Context: an optimization exercise on an open-source flow, tuned for small area, a short achievable clock period and few clock cycles per item. The choices shown serve that exercise and are no tape-out recipe.
Function was checked by simulation only, so behaviour that the tests miss may differ from the original.

==> flow/design.v, too long to show whole: its modules and the start of the top module <==
// module tdpf_step_w20_k4: 1046 lines
// module tdpf_step_w10_k4: 866 lines
// module tdpf_rstep_w20_k4: 598 lines
// module tdpf_store: 36 lines
// module trial_division_prime_factorizer_unit: 515 lines
module trial_division_prime_factorizer_unit #(
	parameter int MAX_DIVISOR = 1048576
) (
	input  logic                         clk,
	input  logic                         arst_n,
	input  logic                         s_tvalid,
	output logic                         s_tready,
	input  logic [tdpf_pkg::NUM_W-1:0]   s_tdata,   
	output logic                         m_tvalid,
	input  logic                         m_tready,
	output logic [tdpf_pkg::TDATA_W-1:0] m_tdata,   
	output logic [tdpf_pkg::STATUS_W-1:0] m_tuser,  
	output logic                         m_tlast,
	input  logic                         cfg_valid,
	output logic                         cfg_ready,
	input  logic [tdpf_pkg::CFG_W-1:0]   cfg_data   
);
  // ...
==> flow/run.sh <==
#!/bin/bash
# synth_recipe.tcl (not shown) runs the flow's synth.tcl, then flattens the netlist and writes it again
# the make line also repeats each setting of config.mk as NAME=value (left out here)
make -C /OpenROAD-flow-scripts/flow DESIGN_CONFIG=/design/flow/config.mk WORK_HOME=/design/flow/orfs CLKGATE_MAP_FILE= SYNTH_SCRIPT=/design/flow/synth_recipe.tcl finish
==> flow/config.mk <==
export PLATFORM = sky130hd
export DESIGN_NAME = trial_division_prime_factorizer_unit
export DESIGN_NICKNAME = trial_division_prime_factorizer_unit
export VERILOG_FILES = /design/flow/design.v
export SDC_FILE = /design/flow/constraint.sdc
export NUM_CORES = 4
export LEC_CHECK = 0
export CAP_MARGIN = 20
export CORE_MARGIN = 2
export CORE_UTILIZATION = 40
export SETUP_SLACK_MARGIN = 2.0
export SLEW_MARGIN = 20
==> flow/constraint.sdc <==
create_clock -name core_clock -period 6.0 [get_ports {clk}]
set_input_delay 1.2000 -clock core_clock [delete_from_list [all_inputs] [get_ports {clk}]]
set_output_delay 1.2000 -clock core_clock [all_outputs]
set_load 0.01 [all_outputs]
==> results.txt, run 1 <==
largest net degree at the start of global routing=91; CP startpoint=qr_q[0]; Multi-input gate area=30700 sq um; 1st-iter DRT viols=4005; CP max stage delay=0.59 ns; Logic inverters=549; critical path, cell by cell=fa_1, ha_4, inv_2, fa_2, inv_4, ha_4, nor2_4, a21oi_2, xnor2_1, nand2_1, o21ai_2, mux4_2, buf_6, buf_8, and2_4, fa_2, inv_2, fa_2, inv_2, fa_2, and2_1; global-route usage over all layers=0.245; top flop regs=u_store.g_slot.p_q: 260 flops, p_q: 64 flops, u_store.g_slot.c_q: 54 flops; Seq area share=0.341; status=timing/DRC/antenna clean; CP Launch Type=register; met3 wire length=15.5 mm; Crit path max-delay family=adder cells; Simple-Gate Fraction of Synth Area=0.146; Final Util=0.503; comb_multi_in=3649; drc violations=0; final instance area=67200 sq um; Synth top cells by count=edfxtp_1 (652), inv_1 (543), nor2_1 (499); Hold Path Stages=2; met1 Usage GRT=0.324; Placed Area=58300 sq um; vias per inst=5.73; Post-Place Worst Slack=0.791 ns; fraction of layout instances using a drive strength above 1=0.221; area of the core=133000 sq um; largest family of logic cells by synthesized area=adder cells; most common cell in the synthesized netlist=edfxtp_1; CTS buffer count=93
Testbench counts, summed over its fixed seeds: cycles 64,180, items 320.
==> inputs of run 2 (changes only) <==
--- a/flow/config.mk
+++ b/flow/config.mk
@@ -8,5 +8,5 @@
 export CAP_MARGIN = 20
 export CORE_MARGIN = 2
 export CORE_UTILIZATION = 40
-export SETUP_SLACK_MARGIN = 2.0
+export SETUP_SLACK_MARGIN = 1.5
 export SLEW_MARGIN = 20
==> results.txt, run 2 <==
adder-cell area share of the yosys netlist=0.182 (unchanged); Mapped Cells=5257 (unchanged); Hold WC Path Type=register to register (unchanged); Total Wirelength=169 mm (was 176 mm); Register-to-Register Path Depth=21 (unchanged); setup_tns=0 ns (unchanged); worst slew pin tran=1.20 ns (was 1.30 ns); clock sinks=807 (unchanged); max FFs per register=260 (unchanged); most frequent cells in the layout=edfxtp_1 (652), nand2_1 (482), inv_1 (474) (was edfxtp_1 (652), nand2_1 (470), nor2_1 (446)); relative slew slack=0.191 (was 0.136); Multi-input gate area=29400 sq um (was 30700 sq um); fmax=201 MHz (was 202 MHz); Die ar.=137000 sq um (unchanged); height of the die=371 um (unchanged); EDFF count, synth=652 (unchanged); Simple-Gate Fraction of Synth Area=0.146 (unchanged); fraction of layout instances using a drive strength above 1=0.158 (was 0.221); CP startpoint=sr_q[0] (was qr_q[0]); Finished Layout Cells=7413 (was 7557); initial antenna violation count=10 (was 9); Largest Register=u_store.g_slot.p_q (unchanged); RSZ-0062 raised after global routing=yes (unchanged); Final HPWL DP=120 mm (was 121 mm); Final #Nets=6224 (was 6371); warnings from Yosys=23 (unchanged); grt ovf=0 (unchanged); Initial Util=0.403 (unchanged); Final Cycle Share=0.829 (was 0.824); R2R Path End=cr_q[6] (was cr_q[11]); drt wl/cell=22.8 um (was 23.3 um); vias per inst=5.68 (was 5.73); PortBufs=178 (unchanged); CTS max path bufs=3 (unchanged); CP endpoint=cr_q[6] (was cr_q[11]); area of the core=133000 sq um (unchanged); # IOs=184 (unchanged); final setup vio count=0 (unchanged); drc violations=0 (unchanged); fill count=12300 (was 11900); Compound-Gate Fraction of Synth Area=0.132 (unchanged); largest family of logic cells by synthesized area=adder cells (unchanged); sequential-to-total area share from yosys stat=0.424 (unchanged); CP max FO=5 (was 7); post-layout min period=4.98 ns (was 4.95 ns); mux cell area share after synthesis=0.0312 (unchanged); Root Driver=clkbuf_16 (unchanged); commonest non-fill, non-tap cell in the layout=edfxtp_1 (unchanged); Worst EP arrival=5.62 ns (was 5.56 ns); vias after detailed routing=42100 (was 43300); Die Span X=371 um (unchanged); remaining antenna violation count after routing=0 (unchanged); hold slack=0.485 ns (was 0.491 ns); global-route usage over all layers=0.242 (was 0.245); max-slew violations=0 (unchanged); async set-reset flop share out of synthesis=0.0310 (unchanged); CTS buffer count=93 (unchanged); cells taking the most area after synthesis=edfxtp_1 (36%), fa_1 (13%), ha_1 (5.3%) (unchanged); post-synth cell types=92 (unchanged); DRT Pass-1 Iters=7 (was 5); Placed Area=58100 sq um (was 58300 sq um); final RePlAce weighted congestion=0.939 (was 0.947); Final Util=0.481 (was 0.503); Avg Inst Size Synth=10.2 sq um (unchanged); share of the synthesized area in the top cell type=0.364 (unchanged); 1st-iter DRT viols=4399 (was 4005); Setup crit end kind=register (unchanged); Skew-Pair Late Insertion Delay=0.74 ns (was 0.73 ns); dpl cells=7078 (was 7068); CP Launch Type=register (unchanged); WS Path Type=register to register (unchanged); Rows=134 (unchanged); area leader, netlist=edfxtp_1 (unchanged); Reg2Reg Launch Point=sr_q[0] (was qr_q[0]); Worst Skew=0.0589 ns (was 0.0386 ns); min-delay src=bds_q[1] (was widx_q[1]); Hold Fails Final Rpt=0 (unchanged); top flop regs=u_store.g_slot.p_q: 260 flops, p_q: 64 flops, u_store.g_slot.c_q: 54 flops (unchanged); synthesis-to-finish area growth=19.3% (was 24.9%); H-Tree Depth=3 (unchanged); register area=22900 sq um (about the same); Final WS setup=1.02 ns (was 1.05 ns); Synth top cells by count=edfxtp_1 (652), inv_1 (543), nor2_1 (499) (unchanged); status=timing/DRC/antenna clean (unchanged); Max Cap Violations=0 (unchanged); worst reg2reg setup slack=1.02 ns (was 1.05 ns); vias in the first global route=41500 (was 41800); largest net degree at the start of global routing=72 (was 91); ys flop type=edfxtp_1 (unchanged); Synth Area in XOR/XNOR=0.0275 (unchanged); final instance area=64200 sq um (was 67200 sq um); Post-Place Worst Slack=0.374 ns (was 0.791 ns); most common cell in the synthesized netlist=edfxtp_1 (unchanged); Synth Register Bits=807 (unchanged); Critical Path RT=6.64 ns (was 6.62 ns); Reg clk slew, reported paths=0.06 ns (about the same); first-pass GRT wire length=255 mm (was 257 mm); Mapped Area=53800 sq um (unchanged); CTS tree=yes (unchanged)
[run 2: timing repair]
item,CTS,global route
hold buffers,0,0
setup endpoints to repair,262,224
gates cloned,5,2
buffers inserted,86,65
pin swaps,76,101
gates resized for setup,219,214
endpoints found under the hold margin,0,0
[run 2: layout make-up]
type                            instances  share of cell area
Antenna cell                            2           0.0000780
Clock buffer                          118              0.0388
Clock inverter                         57              0.0124
Inverter                              549              0.0329
Multi-Input combinational cell       3643               0.458
Sequential cell                       807               0.356
Tap cell                             1768              0.0345
Timing Repair Buffer                  469              0.0671
[run 2: layer usage]
layer	vias to the layer above	share of wire	GRT usage
met5	-	0	0
met4	0	0.033	0.0748
met3	322	0.086	0.0503
met2	1787	0.47	0.395
met1	20900	0.41	0.323
li1	19100	-	-
[run 2: critical path, cell delays in order (launching register included)]
cell and delay [ns]:
dfxtp_2 0.33, fa_1 0.51, ha_2 0.21, inv_2 0.05, fa_2 0.59, inv_4 0.07, ha_4 0.30, nor2_2 0.04
a21oi_2 0.11, xnor2_1 0.07, nand2_1 0.08, o21ai_2 0.06, mux4_2 0.55, buf_6 0.18, buf_6 0.12, and2_4 0.15
fa_2 0.33, inv_2 0.07, fa_2 0.44, inv_2 0.06, fa_2 0.41, and2_4 0.14
[run 2: worst min-delay path by stage]
| stage | endpoint | cells after the start | slack [ns] |
|---|---|---|---|
| 2_1_floorplan | q0_q[12] | 0 | 0.41 |
| 3_3_place_gp | bq0_q[3] | 0 | 0.47 |
| 3_5_place_dp | bq0_q[1] | 0 | 0.47 |
| 4_1_cts | bq0_q[1] | 0 | 0.49 |
| 5_1_grt | bq0_q[1] | 0 | 0.51 |
| 6_report | bq0_q[1] | 0 | 0.48 |
[run 2: logic make-up (layout without fill, tap and decap cells)]
family	after synthesis	after routing
mux	135	135
fa+ha+maj	577	577
xor+xnor	169	169
flops	807	807
compound gates	1082	1086
other cells	2	7
buf+inv	814	1193
simple gates	1671	1671
==> module trial_division_prime_factorizer_unit, before the edit <==
module trial_division_prime_factorizer_unit #(
	parameter int MAX_DIVISOR = 1048576
) (
	input  logic                         clk,
	input  logic                         arst_n,
	input  logic                         s_tvalid,
	output logic                         s_tready,
	input  logic [tdpf_pkg::NUM_W-1:0]   s_tdata,   
	output logic                         m_tvalid,
	input  logic                         m_tready,
	output logic [tdpf_pkg::TDATA_W-1:0] m_tdata,   
	output logic [tdpf_pkg::STATUS_W-1:0] m_tuser,  
	output logic                         m_tlast,
	input  logic                         cfg_valid,
	output logic                         cfg_ready,
	input  logic [tdpf_pkg::CFG_W-1:0]   cfg_data   
);
	localparam int K  = 4;                    
	localparam int W  = 20;                   
	localparam int WN = 10;                   
	localparam int M  = 4;                    
	localparam int NC = (64 + K - 1) / K;     
	localparam int CW = $clog2(NC);
	localparam int LI = (M > 1) ? $clog2(M) : 1;
	typedef enum logic [3:0] {
		S_IDLE, S_TWO, S_SEL, S_TEST, S_EVAL, S_WRITE, S_WB, S_OUT
	} state_t;
	state_t        state_q;
	logic [20:0]   cfg_q;
	logic [63:0]   p_q;         
	logic [6:0]    l_q;         
	logic [20:0]   lim_q;       
	logic [CW-1:0] cyc_q;       
	logic [7:0]    left_q;      
	logic          seen_q;      
	logic          retest_q;    
	logic [M-1:0]  en_q;        
	logic [M-1:0]  pend_q;      
	logic [M-1:0]  pn_q;        
	logic [4:0]    bdb_q;       
	logic [20:0]   ds_q;
	logic          pv_q, gt_q;  
	logic          wheel_q;     
	logic [2:0]    widx_q;
	logic [2:0]    r7_q;
	logic [3:0]    r11_q, r13_q;
	logic [4:0]    bds_q;       
	logic [W-1:0]  q0_q;
	logic [4:0]    bq0_q;       
	logic [WN-1:0] qn_q [M];     
	logic [WN-1:0] qslot [M];
	logic [LI:0]   qcnt_q;
	logic [W:0]    s0_q, c0_q;
	logic          ci0_q;
	logic [W-1:0]  d0_q;
	logic [WN:0]   sn_q [M];
	logic [WN:0]   cn_q [M];
	logic          cin_q [M];
	logic [WN-1:0] dn_q [M];
	logic [5:0]    cnt2_q;
	logic [3:0]    top_q;
	logic          ne_q;        
	logic [5:0]    tcnt_q;      
	logic          same_q;      
	logic          ov_q, olast_q, ocof_q;
	logic [1:0]    ouser_q;
	logic [19:0]   ofac_q;
	function automatic logic [6:0] bitlen64(input logic [63:0] x);
		bitlen64 = '0;
		for (int i = 0; i < 64; i++) if (x[i]) bitlen64 = 7'(i + 1);
	endfunction
	function automatic logic [4:0] bitlen20(input logic [19:0] x);
		bitlen20 = '0;
		for (int i = 0; i < 20; i++) if (x[i]) bitlen20 = 5'(i + 1);
	endfunction
	function automatic logic [2:0] bitlenk(input logic [K-1:0] x);
		bitlenk = '0;
		for (int i = 0; i < K; i++) if (x[i]) bitlenk = 3'(i + 1);
	endfunction
	logic        in_acc, out_acc;
	logic [20:0] lim_next;
	assign in_acc    = s_tvalid && s_tready;
	assign out_acc   = m_tvalid && m_tready;
	assign cfg_ready = 1'b1;
	always_comb begin
		if (cfg_q < 21'd2) lim_next = 21'd2;
		else if (cfg_q > 21'(MAX_DIVISOR)) lim_next = 21'(MAX_DIVISOR);
		else lim_next = cfg_q;
	end
	logic [63+W+K*NC:0] pext;
	logic [K-1:0]  h0, hn;
	logic [W:0]    s0_st, c0_st;
	logic          ci0_st;
	logic [K-1:0]  b0;
	logic [WN:0]   sn_st [M];
	logic [WN:0]   cn_st [M];
	logic          cin_st [M];
	logic [K-1:0]  bn [M];
	logic [M-1:0]  hit;
	assign pext = (64+W+K*NC)'(p_q);
	assign h0   = pext[W + K * cyc_q +: K];
	assign hn   = pext[WN + K * cyc_q +: K];
	tdpf_step_w20_k4 u_lane0 (
		.s (s0_q), .c (c0_q), .cin (ci0_q), .d (d0_q), .h (h0),
		.s_n (s0_st), .c_n (c0_st), .cin_n (ci0_st), .b (b0)
	);
	function automatic logic eqd0(input logic [W:0] s, input logic [W:0] c, input logic ci,
		input logic [W-1:0] d);
		logic [W:0] nd, u, v;
		nd = ~{1'b0, d};
		u  = s ^ c ^ nd;
		v  = (s & c) | (s & nd) | (c & nd);
		eqd0 = &(u ^ {v[W-1:0], ci});
	endfunction
	function automatic logic eqdn(input logic [WN:0] s, input logic [WN:0] c, input logic ci,
		input logic [WN-1:0] d);
		logic [WN:0] nd, u, v;
		nd = ~{1'b0, d};
		u  = s ^ c ^ nd;
		v  = (s & c) | (s & nd) | (c & nd);
		eqdn = &(u ^ {v[WN-1:0], ci});
	endfunction
	assign hit[0] = eqd0(s0_q, c0_q, ci0_q, d0_q);
	for (genvar i = 1; i < M; i++) begin : g_lane
		tdpf_step_w10_k4 u_lane (
			.s (sn_q[i]), .c (cn_q[i]), .cin (cin_q[i]), .d (dn_q[i]), .h (hn),
			.s_n (sn_st[i]), .c_n (cn_st[i]), .cin_n (cin_st[i]), .b (bn[i])
		);
		assign hit[i] = eqdn(sn_q[i], cn_q[i], cin_q[i], dn_q[i]);
	end
	logic [W:0]    sr_q, cr_q, sr_st, cr_st;
	logic          cir_q, cir_st, rhit;
	logic [K-1:0]  qr_q;
	tdpf_rstep_w20_k4 u_rlane (
		.s (sr_q), .c (cr_q), .cin (cir_q), .d (d0_q), .h (qr_q),
		.s_n (sr_st), .c_n (cr_st), .cin_n (cir_st), .b ()
	);
	assign rhit = eqd0(sr_q, cr_q, cir_q, d0_q);
	logic [K-1:0] bsel, q;
	logic         seen_n;
	assign bsel = b0;
	always_comb begin
		logic sn;
		sn = seen_q;
		for (int i = 0; i < K; i++) begin
			q[i] = bsel[i] ^ sn;
			sn   = sn | bsel[i];
		end
		seen_n = sn;
	end
	for (genvar i = 1; i < M; i++) begin : g_qs
		if (i < M - 1) begin : g_q
			assign qslot[i] = qn_q[i];
		end else begin : g_n
			assign qslot[i] = '0;
		end
	end
	logic        st_we_p, st_we_c;
	logic [3:0]  st_waddr, st_caddr;
	logic [5:0]  st_wcnt;
	logic [18:0] st_rprime;
	logic [5:0]  st_rcnt;
	assign st_we_p  = (state_q == S_WB) && !same_q;
	assign st_we_c  = (state_q == S_WB);
	assign st_waddr = same_q ? top_q : (ne_q ? top_q + 4'd1 : 4'd0);
	assign st_wcnt  = same_q ? tcnt_q + 6'd1 : 6'd1;
	assign st_caddr = top_q - 4'd1;
	tdpf_store u_store (
		.clk    (clk),
		.we_p   (st_we_p),
		.we_c   (st_we_c),
		.waddr  (st_waddr),
		.wprime (d0_q[19:1]),
		.wcnt   (st_wcnt),
		.raddr  (top_q),
		.rprime (st_rprime),
		.caddr  (st_caddr),
		.rcnt   (st_rcnt)
	);
	assign m_tvalid = ov_q;
	assign m_tlast  = olast_q;
	assign m_tuser  = ouser_q;
	assign m_tdata  = {3'b000, ocof_q ? p_q : 64'd0, 1'b0, ofac_q};
	assign s_tready = (state_q == S_IDLE);
	logic        produce;
	logic [19:0] nfac;
	logic        nlast;
	logic        extra_now, cof_now;
	assign extra_now = (state_q != S_OUT) && (p_q[63:1] != '0);
	assign cof_now   = (p_q[63:21] != '0) || (p_q[20:0] > lim_q);
	always_comb begin
		if (extra_now) begin
			nfac  = cof_now ? 20'd0 : p_q[19:0];
			nlast = !ne_q && cnt2_q == '0;
		end else if (ne_q) begin
			nfac  = {st_rprime, 1'b1};
			nlast = tcnt_q == 6'd1 && top_q == '0 && cnt2_q == '0;
		end else begin
			nfac  = 20'd2;
			nlast = cnt2_q == 6'd1;
		end
	end
	logic [W-1:0]  cand0;
	logic          have0, ds_ok, ds_fits, ds_use, fin_now, go_batch, try_batch;
	logic [M-1:0]  en_next;
	logic [4:0]    bd0;
	assign ds_ok   = pv_q && !gt_q;
	assign ds_fits = (qcnt_q == '0) || (ds_q[20:WN] == '0);
	assign ds_use  = ds_ok && ds_fits && (qcnt_q < (LI+1)'(M));
	assign have0   = (qcnt_q != '0) || ds_ok;
	assign cand0   = (qcnt_q != '0) ? q0_q : ds_q[W-1:0];
	assign bd0     = (qcnt_q != '0) ? bq0_q : bds_q;
	always_comb begin
		for (int i = 0; i < M; i++) begin
			en_next[i] = ((LI+1)'(i) < qcnt_q) || ((LI+1)'(i) == qcnt_q && ds_use);
		end
	end
	function automatic logic [LI-1:0] lowest(input logic [M-1:0] v);
		lowest = '0;
		for (int i = M - 1; i >= 0; i--) if (v[i]) lowest = LI'(i);
	endfunction
	logic [M-1:0]  hits, pn_all, pn_nx;
	logic          any_hit, pend_any, wr_go, wr_same, asg_w, w_ok, ds_use_w;
	logic [LI-1:0] hit_lane, pend_lane, pn_lane, wr_lane;
	logic [M-1:0]  pend_next, en_w;
	assign hits      = hit & en_q;
	assign any_hit   = hits != '0;
	assign hit_lane  = lowest(hits);
	assign pend_any  = pend_q != '0;
	assign pend_lane = lowest(pend_q);
	assign pn_all    = pn_q | hits;
	assign pn_lane   = lowest(pn_all);
	assign wr_go     = (state_q == S_EVAL) && (retest_q ? (rhit || pend_any || pn_all != '0) : any_hit);
	always_comb begin
		if (!retest_q) begin
			wr_lane   = hit_lane;
			pend_next = hits & ~(M'(1) << hit_lane);
			pn_nx     = '0;
		end else if (rhit) begin
			wr_lane   = '0;
			pend_next = pend_q;
			pn_nx     = pn_all;
		end else if (pend_any) begin
			wr_lane   = pend_lane;
			pend_next = pend_q & ~(M'(1) << pend_lane);
			pn_nx     = pn_all;
		end else begin
			wr_lane   = pn_lane;
			pend_next = pn_all & ~(M'(1) << pn_lane);
			pn_nx     = '0;
		end
	end
	assign wr_same   = retest_q && rhit;
	assign w_ok     = (qcnt_q == '0) || (q0_q[W-1:WN] == '0);
	assign ds_use_w = ds_ok && (ds_q[20:WN] == '0) && (qcnt_q < (LI+1)'(M - 1));
	always_comb begin
		en_w[0] = 1'b0;
		for (int i = 1; i < M; i++) begin
			en_w[i] = ((LI+1)'(i - 1) < qcnt_q) || ((LI+1)'(i - 1) == qcnt_q && ds_use_w);
		end
	end
	assign asg_w = wr_go && pend_next == '0 && pn_nx == '0 && w_ok && en_w != '0;
	assign try_batch = (state_q == S_SEL) || (state_q == S_TWO && p_q[0]) || (state_q == S_EVAL && !wr_go);
	assign fin_now   = try_batch && (have0 ? ({bd0, 1'b0} >= {1'b0, l_q} + 7'd2) : gt_q);
	assign go_batch  = try_batch && have0 && !fin_now;
	logic [20:0] ds_nx;
	logic [2:0]  gap;
	logic [2:0]  r7_nx;
	logic [3:0]  r11_nx, r13_nx;
	logic        adv, wheel_nx;
	logic [4:0]  r7_sum, r11_sum, r13_sum;
	always_comb begin
		unique case (widx_q)
			3'd0: gap = 3'd6;
			3'd1: gap = 3'd4;
			3'd2: gap = 3'd2;
			3'd3: gap = 3'd4;
			3'd4: gap = 3'd2;
			3'd5: gap = 3'd4;
			3'd6: gap = 3'd6;
			default: gap = 3'd2;
		endcase
		if (!wheel_q) begin
			unique case (ds_q[4:0])
				5'd7, 5'd13, 5'd19: gap = 3'd4;
				5'd23: gap = 3'd6;
				default: gap = 3'd2;
			endcase
		end
		ds_nx    = ds_q + 21'(gap);
		wheel_nx = wheel_q || ds_q == 21'd29;
		r7_sum   = {2'b00, r7_q} + {2'b00, gap};
		r11_sum  = {1'b0, r11_q} + {2'b00, gap};
		r13_sum  = {1'b0, r13_q} + {2'b00, gap};
		r7_nx    = (r7_sum >= 5'd7) ? 3'(r7_sum - 5'd7) : 3'(r7_sum);
		r11_nx   = (r11_sum >= 5'd11) ? 4'(r11_sum - 5'd11) : 4'(r11_sum);
		r13_nx   = (r13_sum >= 5'd13) ? 4'(r13_sum - 5'd13) : 4'(r13_sum);
		if (!wheel_q) begin
			r7_nx  = 3'd3;    
			r11_nx = 4'd9;    
			r13_nx = 4'd5;    
		end
	end
	logic enq;
	assign enq = ds_ok && (qcnt_q < (LI+1)'(M - 1)) && (qcnt_q == '0 || ds_q[20:WN] == '0) &&
		((state_q == S_TWO && !p_q[0]) || state_q == S_TEST || state_q == S_WRITE || state_q == S_WB);
	assign adv = (!pv_q || enq || (go_batch && ds_use) || (asg_w && ds_use_w)) && !gt_q;
	always_ff @(posedge clk or negedge arst_n) begin
		if (!arst_n) begin
			state_q <= S_IDLE;
			cfg_q   <= tdpf_pkg::LIMIT_RESET;
			ov_q    <= 1'b0;
		end else begin
			if (cfg_valid) cfg_q <= cfg_data;
			unique case (state_q)
				S_IDLE: begin
					if (in_acc) begin
						if (s_tdata[63:1] == '0) begin
							state_q <= S_OUT;
							ov_q    <= 1'b1;
						end else begin
							state_q <= S_TWO;
						end
					end
				end
				S_TWO, S_SEL, S_EVAL: begin
					if (wr_go) state_q <= S_WRITE;
					else if (fin_now) begin
						state_q <= S_OUT;
						ov_q    <= 1'b1;
					end
					else if (go_batch) state_q <= S_TEST;
					else if (try_batch) state_q <= S_SEL;
				end
				S_TEST: if (left_q[7] || left_q <= 8'(K)) state_q <= S_EVAL;
				S_WRITE: if (left_q[7] || left_q <= 8'(K)) state_q <= S_WB;
				S_WB: state_q <= S_EVAL;
				S_OUT: begin
					if (out_acc && olast_q) begin
						state_q <= S_IDLE;
						ov_q    <= 1'b0;
					end
				end
				default: state_q <= S_IDLE;
			endcase
		end
	end
	assign produce = fin_now || (state_q == S_OUT && out_acc && !olast_q);
	always_ff @(posedge clk) begin
		if (state_q == S_IDLE) begin
			ds_q    <= 21'd3;
			bds_q   <= 5'd2;
			pv_q    <= 1'b1;
			gt_q    <= lim_next < 21'd3;
			wheel_q <= 1'b0;
			widx_q  <= 3'd0;
			qcnt_q  <= '0;
		end else begin
			if (adv) begin
				ds_q    <= ds_nx;
				bds_q   <= bitlen20(ds_nx[19:0]);
				gt_q    <= ds_nx > lim_q;
				wheel_q <= wheel_nx;
				widx_q  <= wheel_q ? widx_q + 3'd1 : 3'd0;
				r7_q    <= r7_nx;
				r11_q   <= r11_nx;
				r13_q   <= r13_nx;
				pv_q    <= !wheel_nx || (r7_nx != '0 && r11_nx != '0 && r13_nx != '0);
			end
			if (go_batch || asg_w) begin
				qcnt_q <= '0;
			end else if (enq) begin
				qcnt_q <= qcnt_q + 1'b1;
				if (qcnt_q == '0) begin
					q0_q  <= ds_q[W-1:0];
					bq0_q <= bds_q;
				end
				for (int i = 1; i < M - 1; i++) begin
					if (qcnt_q == (LI+1)'(i)) qn_q[i] <= ds_q[WN-1:0];
				end
			end
		end
		unique case (state_q)
			S_IDLE: begin
				p_q     <= s_tdata;
				lim_q   <= lim_next;
				cnt2_q  <= '0;
				ne_q    <= 1'b0;
				same_q  <= 1'b0;
				l_q     <= bitlen64(s_tdata);
				ouser_q <= s_tdata[0] ? tdpf_pkg::STAT_ONE : tdpf_pkg::STAT_ZERO;
				olast_q <= 1'b1;
				ocof_q  <= 1'b0;
				ofac_q  <= '0;
			end
			S_TWO: begin
				if (!p_q[0]) begin
					p_q    <= {1'b0, p_q[63:1]};
					cnt2_q <= cnt2_q + 6'd1;
					l_q    <= l_q - 7'd1;
				end
			end
			S_TEST: begin
				cyc_q  <= cyc_q + 1'b1;
				left_q <= left_q - 8'(K);
			end
			S_WRITE: begin
				cyc_q  <= cyc_q + 1'b1;
				left_q <= left_q - 8'(K);
				seen_q <= seen_n;
				if (q != '0) l_q <= 7'(K * cyc_q) + 7'(bitlenk(q));
				for (int j = 0; j < 64; j++) begin
					if (cyc_q == CW'(j / K)) p_q[j] <= q[j % K];
					else if (cyc_q < CW'(j / K) && (left_q[7] || left_q <= 8'(K))) p_q[j] <= 1'b0;
				end
			end
			S_WB: begin
				retest_q <= 1'b1;
				same_q   <= 1'b1;
				ne_q     <= 1'b1;
				if (same_q) begin
					tcnt_q <= tcnt_q + 6'd1;
				end else begin
					tcnt_q <= 6'd1;
					top_q  <= ne_q ? top_q + 4'd1 : 4'd0;
				end
			end
			default: ;
		endcase
		if (try_batch || wr_go) begin
			cyc_q  <= '0;
			seen_q <= 1'b0;
			if (wr_go) begin
				left_q <= 8'(l_q) - 8'(bdb_q) + 8'd1;
				l_q    <= '0;
				pend_q <= pend_next;
				pn_q   <= pn_nx;
				same_q <= wr_same;
				en_q   <= asg_w ? en_w : '0;
				for (int i = 1; i < M; i++) begin
					if (wr_lane == LI'(i)) d0_q <= W'(dn_q[i]);
					if (asg_w) begin
						if ((LI+1)'(i - 1) < qcnt_q) dn_q[i] <= (i == 1) ? q0_q[WN-1:0] : qslot[i - 1];
						else if ((LI+1)'(i - 1) == qcnt_q) dn_q[i] <= ds_q[WN-1:0];
					end
				end
			end else if (go_batch) begin
				left_q   <= 8'(l_q) - 8'(bd0) + 8'd1;
				bdb_q    <= bd0;
				retest_q <= 1'b0;
				en_q     <= en_next;
				pend_q   <= '0;
				pn_q     <= '0;
				if (qcnt_q != '0) begin
					d0_q <= q0_q;
					for (int i = 1; i < M; i++) begin
						if ((LI+1)'(i) < qcnt_q) dn_q[i] <= qslot[i];
						else if ((LI+1)'(i) == qcnt_q) dn_q[i] <= ds_q[WN-1:0];
					end
				end else begin
					d0_q <= ds_q[W-1:0];
				end
			end
		end
		if (state_q == S_TEST || state_q == S_WRITE) begin
			s0_q  <= s0_st;
			c0_q  <= c0_st;
			ci0_q <= ci0_st;
			for (int i = 1; i < M; i++) begin
				sn_q[i]  <= sn_st[i];
				cn_q[i]  <= cn_st[i];
				cin_q[i] <= cin_st[i];
			end
		end else if (state_q != S_WB) begin
			s0_q  <= {1'b0, p_q[W-1:0]};
			c0_q  <= '0;
			ci0_q <= 1'b0;
			for (int i = 1; i < M; i++) begin
				sn_q[i]  <= {1'b0, p_q[WN-1:0]};
				cn_q[i]  <= '0;
				cin_q[i] <= 1'b0;
			end
		end
		if (state_q == S_WRITE || state_q == S_WB) begin
			sr_q  <= sr_st;
			cr_q  <= cr_st;
			cir_q <= cir_st;
			qr_q  <= q;
		end else begin
			sr_q  <= '0;
			cr_q  <= '0;
			cir_q <= 1'b0;
			qr_q  <= '0;
		end
		if (produce) begin
			ofac_q  <= nfac;
			olast_q <= nlast;
			ocof_q  <= extra_now && cof_now;
			ouser_q <= (extra_now && cof_now) ? tdpf_pkg::STAT_COF : tdpf_pkg::STAT_FACTOR;
			if (!extra_now) begin
				if (ne_q) begin
					if (tcnt_q == 6'd1) begin
						if (top_q == '0) ne_q <= 1'b0;
						top_q  <= top_q - 4'd1;
						tcnt_q <= st_rcnt;
					end else begin
						tcnt_q <= tcnt_q - 6'd1;
					end
				end else begin
					cnt2_q <= cnt2_q - 6'd1;
				end
			end
		end
	end
endmodule
==> inputs of run 3 (changes only) <==
--- a/flow/design.v
+++ b/flow/design.v
@@ -2620,9 +2620,11 @@
 	logic          ne_q;        
 	logic [5:0]    tcnt_q;      
 	logic          same_q;      
-	logic          ov_q, olast_q, ocof_q;
-	logic [1:0]    ouser_q;
-	logic [19:0]   ofac_q;
+	logic          ov_q;
+	logic          spec_q;      
+	logic          one_q;       
+	logic          extra_q;     
+	logic          cof_q;       
 	function automatic logic [6:0] bitlen64(input logic [63:0] x);
 		bitlen64 = '0;
 		for (int i = 0; i < 64; i++) if (x[i]) bitlen64 = 7'(i + 1);
@@ -2656,8 +2658,8 @@
 	logic [K-1:0]  bn [M];
 	logic [M-1:0]  hit;
 	assign pext = (64+W+K*NC)'(p_q);
-	assign h0   = pext[W + K * cyc_q +: K];
-	assign hn   = pext[WN + K * cyc_q +: K];
+	assign h0   = (state_q == S_WB) ? '0 : pext[W + K * cyc_q +: K];
+	assign hn   = (state_q == S_WB) ? '0 : pext[WN + K * cyc_q +: K];
 	tdpf_step_w20_k4 u_lane0 (
 		.s (s0_q), .c (c0_q), .cin (ci0_q), .d (d0_q), .h (h0),
 		.s_n (s0_st), .c_n (c0_st), .cin_n (ci0_st), .b (b0)
@@ -2736,28 +2738,31 @@
 		.rcnt   (st_rcnt)
 	);
 	assign m_tvalid = ov_q;
-	assign m_tlast  = olast_q;
-	assign m_tuser  = ouser_q;
-	assign m_tdata  = {3'b000, ocof_q ? p_q : 64'd0, 1'b0, ofac_q};
-	assign s_tready = (state_q == S_IDLE);
-	logic        produce;
-	logic [19:0] nfac;
-	logic        nlast;
-	logic        extra_now, cof_now;
-	assign extra_now = (state_q != S_OUT) && (p_q[63:1] != '0);
+	logic        last;
+	logic [19:0] fac;
+	logic        cof_now, fin_extra;
 	assign cof_now   = (p_q[63:21] != '0) || (p_q[20:0] > lim_q);
+	assign fin_extra = p_q[63:1] != '0;
 	always_comb begin
-		if (extra_now) begin
-			nfac  = cof_now ? 20'd0 : p_q[19:0];
-			nlast = !ne_q && cnt2_q == '0;
+		if (spec_q) begin
+			fac  = '0;
+			last = 1'b1;
+		end else if (extra_q) begin
+			fac  = cof_q ? 20'd0 : p_q[19:0];
+			last = !ne_q && cnt2_q == '0;
 		end else if (ne_q) begin
-			nfac  = {st_rprime, 1'b1};
-			nlast = tcnt_q == 6'd1 && top_q == '0 && cnt2_q == '0;
+			fac  = {st_rprime, 1'b1};
+			last = tcnt_q == 6'd1 && top_q == '0 && cnt2_q == '0;
 		end else begin
-			nfac  = 20'd2;
-			nlast = cnt2_q == 6'd1;
+			fac  = 20'd2;
+			last = cnt2_q == 6'd1;
 		end
 	end
+	assign m_tlast  = last;
+	assign m_tuser  = spec_q ? (one_q ? tdpf_pkg::STAT_ONE : tdpf_pkg::STAT_ZERO) :
+	                  (extra_q && cof_q) ? tdpf_pkg::STAT_COF : tdpf_pkg::STAT_FACTOR;
+	assign m_tdata  = {3'b000, (extra_q && cof_q) ? p_q : 64'd0, 1'b0, fac};
+	assign s_tready = (state_q == S_IDLE);
 	logic [W-1:0]  cand0;
 	logic          have0, ds_ok, ds_fits, ds_use, fin_now, go_batch, try_batch;
 	logic [M-1:0]  en_next;
@@ -2894,7 +2899,7 @@
 				S_WRITE: if (left_q[7] || left_q <= 8'(K)) state_q <= S_WB;
 				S_WB: state_q <= S_EVAL;
 				S_OUT: begin
-					if (out_acc && olast_q) begin
+					if (out_acc && last) begin
 						state_q <= S_IDLE;
 						ov_q    <= 1'b0;
 					end
@@ -2903,7 +2908,6 @@
 			endcase
 		end
 	end
-	assign produce = fin_now || (state_q == S_OUT && out_acc && !olast_q);
 	always_ff @(posedge clk) begin
 		if (state_q == S_IDLE) begin
 			ds_q    <= 21'd3;
@@ -2946,10 +2950,8 @@
 				ne_q    <= 1'b0;
 				same_q  <= 1'b0;
 				l_q     <= bitlen64(s_tdata);
-				ouser_q <= s_tdata[0] ? tdpf_pkg::STAT_ONE : tdpf_pkg::STAT_ZERO;
-				olast_q <= 1'b1;
-				ocof_q  <= 1'b0;
-				ofac_q  <= '0;
+				spec_q  <= s_tdata[63:1] == '0;
+				one_q   <= s_tdata[0];
 			end
 			S_TWO: begin
 				if (!p_q[0]) begin
@@ -3020,7 +3022,7 @@
 				end
 			end
 		end
-		if (state_q == S_TEST || state_q == S_WRITE) begin
+		if (state_q == S_TEST || state_q == S_WRITE || state_q == S_WB) begin
 			s0_q  <= s0_st;
 			c0_q  <= c0_st;
 			ci0_q <= ci0_st;
@@ -3029,7 +3031,7 @@
 				cn_q[i]  <= cn_st[i];
 				cin_q[i] <= cin_st[i];
 			end
-		end else if (state_q != S_WB) begin
+		end else begin
 			s0_q  <= {1'b0, p_q[W-1:0]};
 			c0_q  <= '0;
 			ci0_q <= 1'b0;
@@ -3050,23 +3052,22 @@
 			cir_q <= 1'b0;
 			qr_q  <= '0;
 		end
-		if (produce) begin
-			ofac_q  <= nfac;
-			olast_q <= nlast;
-			ocof_q  <= extra_now && cof_now;
-			ouser_q <= (extra_now && cof_now) ? tdpf_pkg::STAT_COF : tdpf_pkg::STAT_FACTOR;
-			if (!extra_now) begin
-				if (ne_q) begin
-					if (tcnt_q == 6'd1) begin
-						if (top_q == '0) ne_q <= 1'b0;
-						top_q  <= top_q - 4'd1;
-						tcnt_q <= st_rcnt;
-					end else begin
-						tcnt_q <= tcnt_q - 6'd1;
-					end
+		if (fin_now) begin
+			extra_q <= fin_extra;
+			cof_q   <= cof_now;
+		end else if (state_q == S_OUT && out_acc) begin
+			if (extra_q) begin
+				extra_q <= 1'b0;
+			end else if (ne_q) begin
+				if (tcnt_q == 6'd1) begin
+					if (top_q == '0) ne_q <= 1'b0;
+					top_q  <= top_q - 4'd1;
+					tcnt_q <= st_rcnt;
 				end else begin
-					cnt2_q <= cnt2_q - 6'd1;
+					tcnt_q <= tcnt_q - 6'd1;
 				end
+			end else begin
+				cnt2_q <= cnt2_q - 6'd1;
 			end
 		end
 	end
==> results.txt, run 3 <==
Setup crit end kind=register (unchanged); largest net degree at the start of global routing=101 (was 72); CTS buffer count=88 (was 93); most frequent cells in the layout=edfxtp_1 (524), inv_1 (490), nand2_1 (482) (was edfxtp_1 (652), nand2_1 (482), inv_1 (474)); area of the core=127000 sq um (was 133000 sq um); CTS max path bufs=3 (unchanged); Max Cap Violations=0 (unchanged); routed metal-1 wirelength=70.3 mm (was 69.3 mm); top flop regs=u_store.g_slot.p_q: 260 flops, p_q: 64 flops, u_store.g_slot.c_q: 54 flops (unchanged); Finished Layout Cells=7089 (was 7413); final RePlAce weighted congestion=0.943 (was 0.939); # IOs=184 (unchanged); Max Used Layer=met4 (unchanged); first-pass GRT wire length=248 mm (was 255 mm); Rows=131 (was 134); Hold Path Stages=0 (unchanged); Hold Fails Final Rpt=0 (unchanged); dpl cells=6778 (was 7078); R2R Path End=cr_q[4] (was cr_q[6]); fraction of layout instances using a drive strength above 1=0.189 (was 0.158); CP max stage cell=fa_2 (unchanged); fmax=210 MHz (was 201 MHz); Hold WC Path Type=register to register (unchanged); relative slew slack=0.315 (was 0.191); H-Tree Depth=3 (unchanged); commonest non-fill, non-tap cell in the layout=edfxtp_1 (unchanged); final setup vio count=0 (unchanged); Mapped Area=51200 sq um (was 53800 sq um); Initial Util=0.402 (was 0.403); cells taking the most area after synthesis=edfxtp_1 (31%), fa_1 (13%), dfxtp_1 (8.7%) (was edfxtp_1 (36%), fa_1 (13%), ha_1 (5.3%)); warnings from Yosys=23 (unchanged); Die ar.=131000 sq um (was 137000 sq um); area leader, netlist=edfxtp_1 (unchanged); fill count=11600 (was 12300); vias after detailed routing=40400 (was 42100); drc violations=0 (unchanged); async set-reset flop share out of synthesis=0.0324 (was 0.0310); Skew-Pair Late Insertion Delay=0.71 ns (was 0.74 ns); Worst Skew=0.0619 ns (was 0.0589 ns); Final Cycle Share=0.795 (was 0.829); PortBufs=178 (unchanged); drt wl/cell=23.2 um (was 22.8 um); min-delay src=bds_q[0] (was bds_q[1]); Register-to-Register Path Depth=21 (unchanged); 1st-iter DRT viols=4068 (was 4399); Mapped Cells=5051 (was 5257); Avg Inst Size Synth=10.1 sq um (was 10.2 sq um); vias per inst=5.70 (was 5.68); most common cell in the synthesized netlist=inv_1 (was edfxtp_1); Reg2Reg Launch Point=sr_q[0] (unchanged); met3 wire length=14.9 mm (was 14.6 mm); sequential-to-total area share from yosys stat=0.407 (was 0.424); remaining antenna violation count after routing=0 (unchanged); Root Driver=clkbuf_16 (unchanged); EDFF count, synth=524 (was 652); height of the die=362 um (was 371 um); Detail Route met2 WL=73.5 mm (was 79.7 mm); max-slew violations=0 (unchanged); CP max stage delay=0.60 ns (was 0.59 ns); CP max FO=7 (was 5); Synth top cells by count=inv_1 (549), edfxtp_1 (524), nand2_1 (515) (was edfxtp_1 (652), inv_1 (543), nor2_1 (499)); share of the synthesized area in the top cell type=0.308 (was 0.364); Final #Nets=6002 (was 6224); Largest Register=u_store.g_slot.p_q (unchanged); clock sinks=771 (was 807); Multi-input gate area=29300 sq um (was 29400 sq um); max FFs per register=260 (unchanged); register area=20900 sq um (was 22900 sq um); Synth Register Bits=771 (was 807); critical path, cell by cell=fa_1, ha_2, inv_2, fa_2, inv_4, ha_4, nand2_2, o211ai_1, o21ai_1, xor2_1, a21oi_2, nor2_4, a21oi_4, clkbuf_16, nor2_4, fa_2, inv_2, fa_1, inv_2, fa_2, and2_1 (was fa_1, ha_2, inv_2, fa_2, inv_4, ha_4, nor2_2, a21oi_2, xnor2_1, nand2_1, o21ai_2, mux4_2, buf_6, buf_6, and2_4, fa_2, inv_2, fa_2, inv_2, fa_2, and2_4); vias in the first global route=39900 (was 41500); Hold Path End=bq0_q[0] (was bq0_q[1]); setup_tns=0 ns (unchanged); Final HPWL DP=116 mm (was 120 mm); CP Launch Type=register (unchanged); CTS tree=yes (unchanged); Die Span X=362 um (was 371 um); status=timing/DRC/antenna clean (unchanged); Worst EP arrival=5.33 ns (was 5.62 ns); grt ovf=0 (unchanged); initial antenna violation count=0 (was 10); post-layout min period=4.77 ns (was 4.98 ns); Reg clk slew, reported paths=0.07 ns (was 0.06 ns); DRT Pass-1 Iters=8 (was 7); worst reg2reg setup slack=1.23 ns (was 1.02 ns); worst slew pin tran=1.00 ns (was 1.20 ns); ys flop type=edfxtp_1 (unchanged); global-route usage over all layers=0.246 (was 0.242); Total Wirelength=164 mm (was 169 mm); RSZ-0062 raised after global routing=yes (unchanged); post-synth cell types=101 (was 92); synthesis-to-finish area growth=20.6% (was 19.3%); Critical Path RT=6.56 ns (was 6.64 ns); WS Path Type=register to register (unchanged)
-- run 3: per-layer routing --
| layer | vias to the layer above | global-route usage |
|---|---|---|
| met5 | - | 0 |
| met1 | 20100 | 0.350 |
| met2 | 1831 | 0.379 |
| met4 | 0 | 0.0801 |
| met3 | 277 | 0.0466 |
| li1 | 18200 | - |
-- run 3: logic make-up (layout without fill, tap and decap cells) --
| kind of cell | count (synthesis) | count (layout) | synth area share |
|---|---|---|---|
| other | 2 | 7 | 0.000147 |
| and+or+nand+nor | 1629 | 1629 | 0.151 |
| DFF | 771 | 771 | 0.407 |
| adders and majority gates | 573 | 573 | 0.190 |
| AOI/OAI and AO/OA | 945 | 945 | 0.127 |
| xor gates and xnor gates | 170 | 170 | 0.0291 |
| muxes | 138 | 138 | 0.0355 |
| buffers and inverters | 823 | 1194 | 0.0615 |
-- run 3: how the worst max path moves through the flow --
stage	from	endpoint	slack, ns	cells past startpoint
2_1_floorplan	qr_q[0]	cr_q[6]	1.36	21
3_3_place_gp	top_q[0]	m_tdata[5]	0.81	11
3_5_place_dp	top_q[0]	m_tdata[5]	0.76	11
4_1_cts	qr_q[0]	cr_q[15]	1.28	21
5_1_grt	sr_q[0]	cr_q[7]	1.05	21
6_report	sr_q[0]	cr_q[4]	1.23	21
-- run 3: layout make-up --
cell class,instances,area share
Antenna cell,2,0.0000811
Multi-Input combinational cell,3460,0.475
Sequential cell,771,0.338
Inverter,563,0.0350
Tap cell,1662,0.0337
Clock buffer,117,0.0391
Timing Repair Buffer,465,0.0692
Clock inverter,49,0.0100
-- run 3: worst max-delay path: cells and delay by family, from the launching register on --
family / cells / cell delay, ns
adders and majority gates: 7 / 2.80
AOI/OAI and AO/OA: 4 / 0.59
buffers and inverters: 5 / 0.47
DFF: 1 / 0.34
and+or+nand+nor: 4 / 0.30
xor gates and xnor gates: 1 / 0.16
-- run 3: stage by stage --
stage / hold WS (ns) / setup slack [ns] / utilization / cell area (sq um)
after floorplan: 0.403 / 1.36 / - / 51300
after global placement: 0.445 / 0.811 / 0.435 / 55300
after detailed placement: 0.447 / 0.756 / 0.435 / 55300
after CTS: 0.417 / 1.28 / 0.472 / 60000
after global routing: 0.425 / 1.05 / 0.485 / 61700
final: 0.407 / 1.23 / 0.485 / 61700
-- run 3: repair_timing --
item	CTS	global route
setup buffers	74	63
cloned	3	3
hold buffers	0	0
gates resized for setup	375	310
pin swaps	144	147
endpoints found under the hold margin	0	0
setup endpoints to repair	247	297
Testbench counts of run 3, summed over its fixed seeds: cycles 64,180, items 320.
==> inputs of run 4 (changes only) <==
--- a/flow/design.v
+++ b/flow/design.v
@@ -2954,7 +2954,11 @@
 				one_q   <= s_tdata[0];
 			end
 			S_TWO: begin
-				if (!p_q[0]) begin
+				if (p_q[3:0] == '0) begin
+					p_q    <= {4'd0, p_q[63:4]};
+					cnt2_q <= cnt2_q + 6'd4;
+					l_q    <= l_q - 7'd4;
+				end else if (!p_q[0]) begin
 					p_q    <= {1'b0, p_q[63:1]};
 					cnt2_q <= cnt2_q + 6'd1;
 					l_q    <= l_q - 7'd1;
==> results.txt, run 4 <==
Mapped Cells=5068 (was 5051); area of the core=128000 sq um (was 127000 sq um); grt ovf=0 (unchanged); status=timing/DRC/antenna clean (unchanged); share of the synthesized area in the top cell type=0.304 (was 0.308); Largest Register=u_store.g_slot.p_q (unchanged); Hold WC Path Type=register to register (unchanged); vias per inst=5.63 (was 5.70); Rows=131 (unchanged); Reg clk slew, reported paths=0.06 ns (was 0.07 ns); Die ar.=132000 sq um (was 131000 sq um); Die Span X=364 um (was 362 um); Synth top cells by count=nand2_1 (602), inv_1 (549), edfxtp_1 (524) (was inv_1 (549), edfxtp_1 (524), nand2_1 (515)); max-slew violations=0 (unchanged); relative slew slack=0.227 (was 0.315); 1st-iter DRT viols=3828 (was 4068); commonest non-fill, non-tap cell in the layout=nand2_1 (was edfxtp_1); Setup crit end kind=register (unchanged); CTS buffer count=88 (unchanged); most frequent cells in the layout=nand2_1 (557), edfxtp_1 (524), inv_1 (492) (was edfxtp_1 (524), inv_1 (490), nand2_1 (482)); setup_tns=0 ns (unchanged); worst slew pin tran=1.16 ns (was 1.00 ns); Worst Skew=0.0516 ns (was 0.0619 ns); Root Driver=clkbuf_16 (unchanged); cells taking the most area after synthesis=edfxtp_1 (30%), fa_1 (13%), dfxtp_1 (8.6%) (was edfxtp_1 (31%), fa_1 (13%), dfxtp_1 (8.7%)); most common cell in the synthesized netlist=nand2_1 (was inv_1); PortBufs=178 (unchanged); clock sinks=771 (unchanged); first-pass GRT wire length=243 mm (was 248 mm); fill count=11600 (about the same); CP startpoint=sr_q[0] (unchanged); top flop regs=u_store.g_slot.p_q: 260 flops, p_q: 64 flops, u_store.g_slot.c_q: 54 flops (unchanged); async set-reset flop share out of synthesis=0.0324 (unchanged); DRT Pass-1 Iters=8 (unchanged); Final Cycle Share=0.812 (was 0.795); drc violations=0 (unchanged); post-layout min period=4.87 ns (was 4.77 ns); min-delay src=bds_q[2] (was bds_q[0]); final RePlAce weighted congestion=0.896 (was 0.943); fmax=205 MHz (was 210 MHz); sequential-to-total area share from yosys stat=0.402 (was 0.407); max FFs per register=260 (unchanged); R2R Path End=cir_q (was cr_q[4]); # IOs=184 (unchanged); CTS tree=yes (unchanged); global-route usage over all layers=0.239 (was 0.246); warnings from Yosys=23 (unchanged); CP max FO=7 (unchanged); CTS max path bufs=3 (unchanged); Register-to-Register Path Depth=18 (was 21); vias in the first global route=39700 (was 39900); Critical Path RT=6.57 ns (was 6.56 ns); H-Tree Depth=3 (unchanged); height of the die=364 um (was 362 um); synthesis-to-finish area growth=20.7% (was 20.6%); Total Wirelength=161 mm (was 164 mm); Max Cap Violations=0 (unchanged); post-synth cell types=105 (was 101); worst reg2reg setup slack=1.13 ns (was 1.23 ns); remaining antenna violation count after routing=0 (unchanged); area leader, netlist=edfxtp_1 (unchanged); WS Path Type=register to register (unchanged); Initial Util=0.404 (was 0.402); ys flop type=edfxtp_1 (unchanged); Worst EP arrival=5.44 ns (was 5.33 ns); largest net degree at the start of global routing=99 (was 101); Post-Place Worst Slack=0.739 ns (was 0.756 ns); Reg2Reg Launch Point=sr_q[0] (unchanged); initial antenna violation count=2 (was 0); vias after detailed routing=40300 (was 40400); Hold Fails Final Rpt=0 (unchanged); Mapped Area=51700 sq um (was 51200 sq um); RSZ-0062 raised after global routing=yes (unchanged); drt wl/cell=22.5 um (was 23.2 um); Final HPWL DP=114 mm (was 116 mm); Skew-Pair Late Insertion Delay=0.70 ns (was 0.71 ns); Final #Nets=6022 (was 6002); CTS hold repair buffers=0 (unchanged); Synth Register Bits=771 (unchanged); CP endpoint=cir_q (was cr_q[4]); Final WS setup=1.13 ns (was 1.23 ns); EDFF count, synth=524 (unchanged); final setup vio count=0 (unchanged); fraction of layout instances using a drive strength above 1=0.188 (was 0.189); hold slack=0.442 ns (was 0.407 ns); Avg Inst Size Synth=10.2 sq um (was 10.1 sq um); CP Launch Type=register (unchanged)
-- run 4: cell types whose count changed in the layout (fill, tap and decap cells not counted), sizes merged, moves of 14 or more --
cell	previous run	this run
nor2	448	334
nand2	515	602
a221oi	113	38
o21ai	184	236
o22a	3	44
mux2i	80	120
o22ai	31	64
o221ai	9	35
a22oi	47	23
xor2	60	79
a211oi	49	35
xnor2	110	96
-- run 4: worst min path at each step --
stage / endpoint / slack [ns] / depth (start not counted)
after CTS: bq0_q[2] / 0.43 / 0
after detailed placement: bq0_q[2] / 0.45 / 0
after global placement: bq0_q[2] / 0.44 / 0
after floorplan: q0_q[10] / 0.41 / 0
final: bq0_q[2] / 0.44 / 0
after global routing: bq0_q[2] / 0.45 / 0
-- run 4: kinds of logic after synthesis --
| group | synth area share |
|---|---|
| AND/OR/NAND/NOR | 0.144 |
| XOR/XNOR | 0.0296 |
| AO/OA/AOI/OAI | 0.130 |
| buffers and inverters | 0.0602 |
| other | 0.000145 |
| multiplexers | 0.0439 |
| adder cells (fa/ha/maj) | 0.190 |
| flip-flops | 0.402 |
-- run 4: timing repair --
item,CTS,global route
pin swaps,137,204
cloned,4,1
setup endpoints to repair,234,212
resized for setup,418,332
setup buffers,76,62
-- run 4: per-layer routing --
layer / vias to the layer above / part of all wire / global-route usage
li1: 18300 / - / -
met1: 20100 / 0.43 / 0.331
met2: 1658 / 0.46 / 0.379
met3: 309 / 0.081 / 0.0416
met4: 0 / 0.034 / 0.0803
met5: - / 0 / 0
-- run 4: cell type report --
cell class / count / area [sq um] / area share
clock buffer: 127 / 2520 / 0.0404
clock inverter: 38 / 551 / 0.00882
sequential: 771 / 20900 / 0.335
inverter: 556 / 2120 / 0.0340
multi-input combinational: 3495 / 30000 / 0.480
timing repair buffer: 453 / 4200 / 0.0674
tap: 1729 / 2160 / 0.0347
antenna: 1 / 2.50 / 0.0000401
-- run 4: critical path, cell delays in order, from the launching register on --
cell and delay (ns):
dfxtp_2 0.33, fa_1 0.59, ha_4 0.15, inv_2 0.04
fa_2 0.61, inv_4 0.07, ha_4 0.27, nand2_2 0.06
o21ai_2 0.06, xnor2_1 0.13, a21oi_1 0.15, nor2_1 0.05
a211o_1 0.25, o21a_4 0.18, fa_1 0.56, fa_1 0.41
or4_4 0.45, nor4_4 0.28, a21oi_1 0.07
-- run 4: per-stage QoR --
step                utilization  instance area [sq um]  cells
finish                    0.487                  62400   7170
floorplan                     -                  51900   5071
detailed placement        0.436                  55800   6860
global placement          0.436                  55800   6860
global route              0.487                  62400   7169
CTS                       0.474                  60700   7105
Testbench counts of run 4, summed over its fixed seeds: cycles 63,615, items 320.
==> inputs of run 5 (changes only) <==
--- a/flow/config.mk
+++ b/flow/config.mk
@@ -7,6 +7,6 @@
 export LEC_CHECK = 0
 export CAP_MARGIN = 20
 export CORE_MARGIN = 2
-export CORE_UTILIZATION = 40
-export SETUP_SLACK_MARGIN = 1.5
+export CORE_UTILIZATION = 55
+export SETUP_SLACK_MARGIN = 1.2
 export SLEW_MARGIN = 20
==> results.txt, run 5 <==
status=timing/DRC/antenna clean (unchanged); Final Cycle Share=0.801 (was 0.812); Avg Inst Size Synth=10.2 sq um (unchanged); Hold Path End=bq0_q[1] (was bq0_q[2]); Detail Route met2 WL=71.6 mm (was 74.1 mm); most common cell in the synthesized netlist=nand2_1 (unchanged); CP max stage cell=dfxtp_4 (was fa_2); Hold Fails Final Rpt=0 (unchanged); sequential-to-total area share from yosys stat=0.402 (unchanged); commonest non-fill, non-tap cell in the layout=nand2_1 (unchanged); CTS tree=yes (unchanged); remaining antenna violation count after routing=0 (unchanged); CTS hold repair buffers=0 (unchanged); Buf+Inv Stages, Crit Path=1 (was 2); most frequent cells in the layout=nand2_1 (591), edfxtp_1 (524), inv_1 (514) (was nand2_1 (557), edfxtp_1 (524), inv_1 (492)); Reg2Reg Launch Point=qr_q[0] (was sr_q[0]); Crit path max-delay family=compound AO/OA/AOI/OAI gates (was adder cells); PortBufs=178 (unchanged); H-Tree Depth=3 (unchanged); vias in the first global route=38600 (was 39700); DRT Pass-1 Iters=7 (was 8); clock sinks=771 (unchanged); synthesis-to-finish area growth=15.6% (was 20.7%); R2R Path End=cir_q (unchanged); RSZ-0062 raised after global routing=yes (unchanged); relative slew slack=0.239 (was 0.227); drt wl/cell=23.8 um (was 22.5 um); Critical Path RT=4.80 ns (was 6.57 ns); CTS buffer count=88 (unchanged); Hold WC Path Type=register to register (unchanged); Skew-Pair Late Insertion Delay=0.69 ns (was 0.70 ns); first-pass GRT wire length=240 mm (was 243 mm); Worst Skew=0.0270 ns (was 0.0516 ns); Die Span X=311 um (was 364 um); Hold Path Stages=0 (unchanged); Synth top cells by count=nand2_1 (602), inv_1 (549), edfxtp_1 (524) (unchanged); Worst EP arrival=3.61 ns (was 5.44 ns); global-route usage over all layers=0.323 (was 0.239); WS Path Type=register to output pin (was register to register); final setup vio count=0 (unchanged); most used cell along the critical path=a21oi_1 (was fa_1); vias after detailed routing=39800 (was 40300); area leader, netlist=edfxtp_1 (unchanged); routed metal-1 wirelength=68.6 mm (was 68.7 mm); 1st-iter DRT viols=3632 (was 3828); CP max FO=25 (was 7); ys flop type=edfxtp_1 (unchanged); worst slew pin tran=1.14 ns (was 1.16 ns); final RePlAce weighted congestion=0.920 (was 0.896); # IOs=184 (unchanged); CTS max path bufs=3 (unchanged); initial antenna violation count=6 (was 2); top flop regs=u_store.g_slot.p_q: 260 flops, p_q: 64 flops, u_store.g_slot.c_q: 54 flops (unchanged); drc violations=0 (unchanged); async set-reset flop share out of synthesis=0.0324 (unchanged); Final #Nets=5942 (was 6022); CP Launch Type=register (unchanged); largest net degree at the start of global routing=97 (was 99); Mapped Area=51700 sq um (unchanged); height of the die=311 um (was 364 um); vias per inst=6.01 (was 5.63); Total Wirelength=158 mm (was 161 mm); Largest Register=u_store.g_slot.p_q (unchanged); Max Used Layer=met5 (was met4); EDFF count, synth=524 (unchanged); max FFs per register=260 (unchanged); Synth Register Bits=771 (unchanged); dpl cells=6377 (was 6860); grt ovf=0 (unchanged); warnings from Yosys=23 (unchanged); worst reg2reg setup slack=1.29 ns (was 1.13 ns); Final HPWL DP=114 mm (about the same); cells taking the most area after synthesis=edfxtp_1 (30%), fa_1 (13%), dfxtp_1 (8.6%) (unchanged); post-synth cell types=105 (unchanged); Register-to-Register Path Depth=18 (unchanged); post-layout min period=4.81 ns (was 4.87 ns); area of the core=93200 sq um (was 128000 sq um); min-delay src=bds_q[1] (was bds_q[2]); Root Driver=clkbuf_16 (unchanged); setup_tns=0 ns (unchanged); fmax=208 MHz (was 205 MHz); Die ar.=96500 sq um (was 132000 sq um); Max Cap Violations=0 (unchanged); Finished Layout Cells=6619 (was 7170); CP max stage delay=0.56 ns (was 0.61 ns); Rows=112 (was 131); Mapped Cells=5068 (unchanged); Reg clk slew, reported paths=0.06 ns (about the same); Initial Util=0.555 (was 0.404); critical path, cell by cell=nor2b_4, and2_1, a21oi_1, o211ai_1, o211ai_1, a21oi_1, a221oi_1, o21ai_1, a21oi_1, a2111oi_2, buf_2 (was fa_1, ha_4, inv_2, fa_2, inv_4, ha_4, nand2_2, o21ai_2, xnor2_1, a21oi_1, nor2_1, a211o_1, o21a_4, fa_1, fa_1, or4_4, nor4_4, a21oi_1); met3 wire length=12.0 mm (was 13.1 mm); fraction of layout instances using a drive strength above 1=0.129 (was 0.188); max-slew violations=0 (unchanged); Setup crit end kind=output pin (was register); share of the synthesized area in the top cell type=0.304 (unchanged)
run 5: cell counts after synthesis:
Identical to the previous run, type by type.
run 5: cell families (layout without fill, tap and decap cells):
family	count (synthesis)	count (layout)	synth area share
AO/OA/AOI/OAI	984	986	0.130
XOR/XNOR	175	175	0.0296
adder cells (fa/ha/maj)	584	584	0.190
buffers and inverters	806	1093	0.0602
flip-flops	771	771	0.402
multiplexers	178	179	0.0439
other	2	9	0.000145
AND/OR/NAND/NOR	1568	1568	0.144
run 5: what timing repair did:
item | in CTS | in global routing
setup buffers | 29 | 38
pin swaps | 45 | 73
cloned | 3 | 2
endpoints found under the setup margin | 151 | 220
gates resized for setup | 167 | 178
run 5: layout make-up:
class	count	area (sq um)
fillers	7666	33400
multi-input cells	3497	28800
flip-flops and latches	771	20900
repair buffers	371	3270
clock buffers	105	2340
inverters	556	2100
well taps	1254	1570
clock inverters	61	831
diodes	4	10.0
run 5: worst max path at each step:
stage | start | end | cells past startpoint
2_1_floorplan | sr_q[0] | cr_q[4] | 21
3_3_place_gp | top_q[2] | m_tdata[1] | 11
3_5_place_dp | sr_q[0] | cr_q[6] | 20
4_1_cts | top_q[0] | m_tdata[1] | 14
5_1_grt | qr_q[0] | cir_q | 18
6_report | top_q[2] | m_tdata[1] | 11
run 5: through the flow:
step / worst slack [ns] / util / hold WS (ns) / cell area [sq um]
global route: 1.04 / 0.641 / 0.486 / 59800
detailed placement: 0.617 / 0.591 / 0.447 / 55100
global placement: 0.647 / 0.591 / 0.449 / 55100
finish: 1.19 / 0.641 / 0.466 / 59800
CTS: 1.16 / 0.633 / 0.468 / 59000
floorplan: 1.14 / - / 0.406 / 51700
run 5: per-layer routing:
| metal | GRT usage | vias up |
|---|---|---|
| met4 | 0.109 | 4 |
| met5 | 0 | - |
| met1 | 0.465 | 19700 |
| met2 | 0.499 | 1634 |
| li1 | - | 18100 |
| met3 | 0.0538 | 311 |
==> inputs of run 6 (changes only) <==
--- a/flow/design.v
+++ b/flow/design.v
@@ -2576,7 +2576,7 @@
 	localparam int K  = 4;                    
 	localparam int W  = 20;                   
 	localparam int WN = 10;                   
-	localparam int M  = 4;                    
+	localparam int M  = 5;                    
 	localparam int NC = (64 + K - 1) / K;     
 	localparam int CW = $clog2(NC);
 	localparam int LI = (M > 1) ? $clog2(M) : 1;
==> results.txt, run 6 <==
vias after detailed routing=43500 (was 39800); Avg Inst Size Synth=10.1 sq um (was 10.2 sq um); area leader, netlist=edfxtp_1 (unchanged); CP max FO=5 (was 25); Mapped Area=55600 sq um (was 51700 sq um); Mapped Cells=5515 (was 5068); drt wl/cell=24.3 um (was 23.8 um); post-layout min period=4.95 ns (was 4.81 ns); fmax=202 MHz (was 208 MHz); synthesis-to-finish area growth=15.5% (was 15.6%); Final #Nets=6470 (was 5942); critical path, cell by cell=fa_1, ha_4, inv_2, fa_2, inv_4, ha_4, nor2_4, a21oi_1, a211oi_2, a221oi_2, a21oi_2, buf_6, buf_4, fa_2, fa_1, or4_1, nor4_2, a21oi_1 (was nor2b_4, and2_1, a21oi_1, o211ai_1, o211ai_1, a21oi_1, a221oi_1, o21ai_1, a21oi_1, a2111oi_2, buf_2); Post-Place Worst Slack=0.646 ns (was 0.617 ns); most common cell in the synthesized netlist=nand2_1 (unchanged); CP max stage cell=fa_2 (was dfxtp_4); post-synth cell types=98 (was 105); 1st-iter DRT viols=4877 (was 3632); mux cell area share after synthesis=0.0421 (was 0.0439); Synth Area in XOR/XNOR=0.0316 (was 0.0296); remaining antenna violation count after routing=0 (unchanged); largest family of logic cells by synthesized area=adder cells (unchanged); Final WS setup=1.05 ns (was 1.19 ns); WS Path Type=register to register (was register to output pin); min-delay src=bds_q[1] (unchanged); Hold Path Stages=0 (unchanged); most frequent cells in the layout=nand2_1 (663), inv_1 (585), edfxtp_1 (545) (was nand2_1 (591), edfxtp_1 (524), inv_1 (514)); final setup vio count=0 (unchanged); R2R Path End=cir_q (unchanged); Reg2Reg Launch Point=cr_q[0] (was qr_q[0]); Synth Register Bits=815 (was 771); Compound-Gate Fraction of Synth Area=0.123 (was 0.130); cells taking the most area after synthesis=edfxtp_1 (29%), fa_1 (14%), dfxtp_1 (8.8%) (was edfxtp_1 (30%), fa_1 (13%), dfxtp_1 (8.6%)); worst reg2reg setup slack=1.05 ns (was 1.29 ns); max FFs per register=260 (unchanged); H-Tree Depth=3 (unchanged); max-slew violations=0 (unchanged); vias in the first global route=42200 (was 38600); warnings from Yosys=23 (unchanged); Skew-Pair Late Insertion Delay=0.73 ns (was 0.69 ns); Final HPWL DP=126 mm (was 114 mm); status=timing/DRC/antenna clean (unchanged); ys flop type=edfxtp_1 (unchanged); worst slew pin tran=1.13 ns (was 1.14 ns); final RePlAce weighted congestion=0.914 (was 0.920)
-- run 6: cell types whose count changed after synthesis, sizes merged, moves of 22 or more --
cell	before	now
clkbuf	200	226
fa	342	388
a22oi	23	64
o21a	21	45
nand2	602	676
inv	550	630
o21ai	236	192
nand3	52	93
dfxtp	222	245
a21oi	205	231
and2	194	216
-- run 6: cells by family (layout without fill, tap and decap cells) --
logic type               count (synthesis)  in the layout
AO/OA/AOI/OAI                         1018           1018
XOR/XNOR                               201            201
adder cells (fa/ha/maj)                660            660
buffers and inverters                  914           1221
flip-flops                             815            815
multiplexers                           182            183
other                                    2             13
AND/OR/NAND/NOR                       1723           1723
-- run 6: stage by stage --
stage,util,instance area [sq um]
2_1_floorplan,-,55700
3_3_place_gp,0.590,59100
3_5_place_dp,0.591,59100
4_1_cts,0.630,63100
5_1_grt,0.642,64300
6_report,0.642,64300
-- run 6: layer usage --
layer,wire [um],global-route usage,part of all wire
met5,0,0,0
met4,5570,0.105,0.032
met3,15800,0.0586,0.091
met2,77300,0.503,0.45
met1,74800,0.487,0.43
-- run 6: repair_timing --
item	4_1_cts	5_1_grt
hold buffers	0	0
pin swaps	40	90
setup buffers	37	52
cloned	3	2
setup endpoints to repair	213	284
endpoints found under the hold margin	0	0
gates resized for setup	164	227
-- run 6: worst max-delay path by stage --
stage | start | to | slack (ns) | depth (start not counted)
2_1_floorplan | ds_q[1] | gt_q | 1.05 | 22
3_5_place_dp | top_q[1] | m_tdata[6] | 0.65 | 13
6_report | cr_q[0] | cir_q | 1.05 | 18
3_3_place_gp | top_q[1] | m_tdata[6] | 0.70 | 13
4_1_cts | sr_q[0] | cir_q | 1.06 | 17
5_1_grt | cr_q[0] | cir_q | 0.92 | 18
-- run 6: worst max-delay path, delay by kind of cell, from the launching register on --
| family | cells | cell delay, ns |
|---|---|---|
| simple gates | 3 | 0.66 |
| buf+inv | 4 | 0.39 |
| flops | 1 | 0.34 |
| fa+ha+maj | 6 | 2.64 |
| compound gates | 5 | 0.80 |
-- run 6: final cells by class --
| cell class | instances | area, sq um | area share |
|---|---|---|---|
| clock buffer | 124 | 2510 | 0.0391 |
| multi-input combinational | 3790 | 31400 | 0.488 |
| timing repair buffer | 411 | 3670 | 0.0571 |
| clock inverter | 48 | 681 | 0.0106 |
| sequential | 815 | 22000 | 0.342 |
| tap | 1298 | 1620 | 0.0253 |
| inverter | 638 | 2420 | 0.0377 |
| antenna | 8 | 20.0 | 0.000311 |
Testbench counts of run 6, summed over its fixed seeds: cycles 56,858, items 320.

[separate check: timing with driven ports]
The results above use ideal ports. As a check the final layouts listed here were re-extracted and re-timed, cells and wires unchanged. Step 1: set_driving_cell puts a clkbuf_16 on clk and a buf_2 on each other input, an assumption about the parent block. Step 2 adds t to the input delays and takes it off the output delays; t is the mean of the earliest and latest rising clock arrival at the registers after step 1. Input paths then give back, and output paths get back, about the clock's delay inside the block. Slacks: ideal / step 1 / step 2; pairs: ideal / step 1.
| run | t, ns | slack for setup (ns) | worst setup path at the end | worst data-port slew with drivers (ns) | cell pins on the clock port's net |
|---|---|---|---|---|---|
| run 1 | 0.793 | 1.055 / 1.055 / 1.055 | register to register | 0.05 | 1 |
| run 2 | 0.791 | 1.023 / 1.023 / 1.023 | register to register | 0.05 | 1 |
| run 3 | 0.757 | 1.228 / 1.228 / 1.228 | register to register | 0.06 | 1 |
| run 4 | 0.746 | 1.129 / 1.129 / 1.129 | register to register | 0.07 | 1 |
| run 5 | 0.754 | 1.195 / 1.117 / 1.287 | register to register | 0.05 | 1 |
| run 6 | 0.756 | 1.049 / 1.049 / 1.049 | register to register | 0.10 | 1 |
After both steps setup and hold are still met in every run listed.
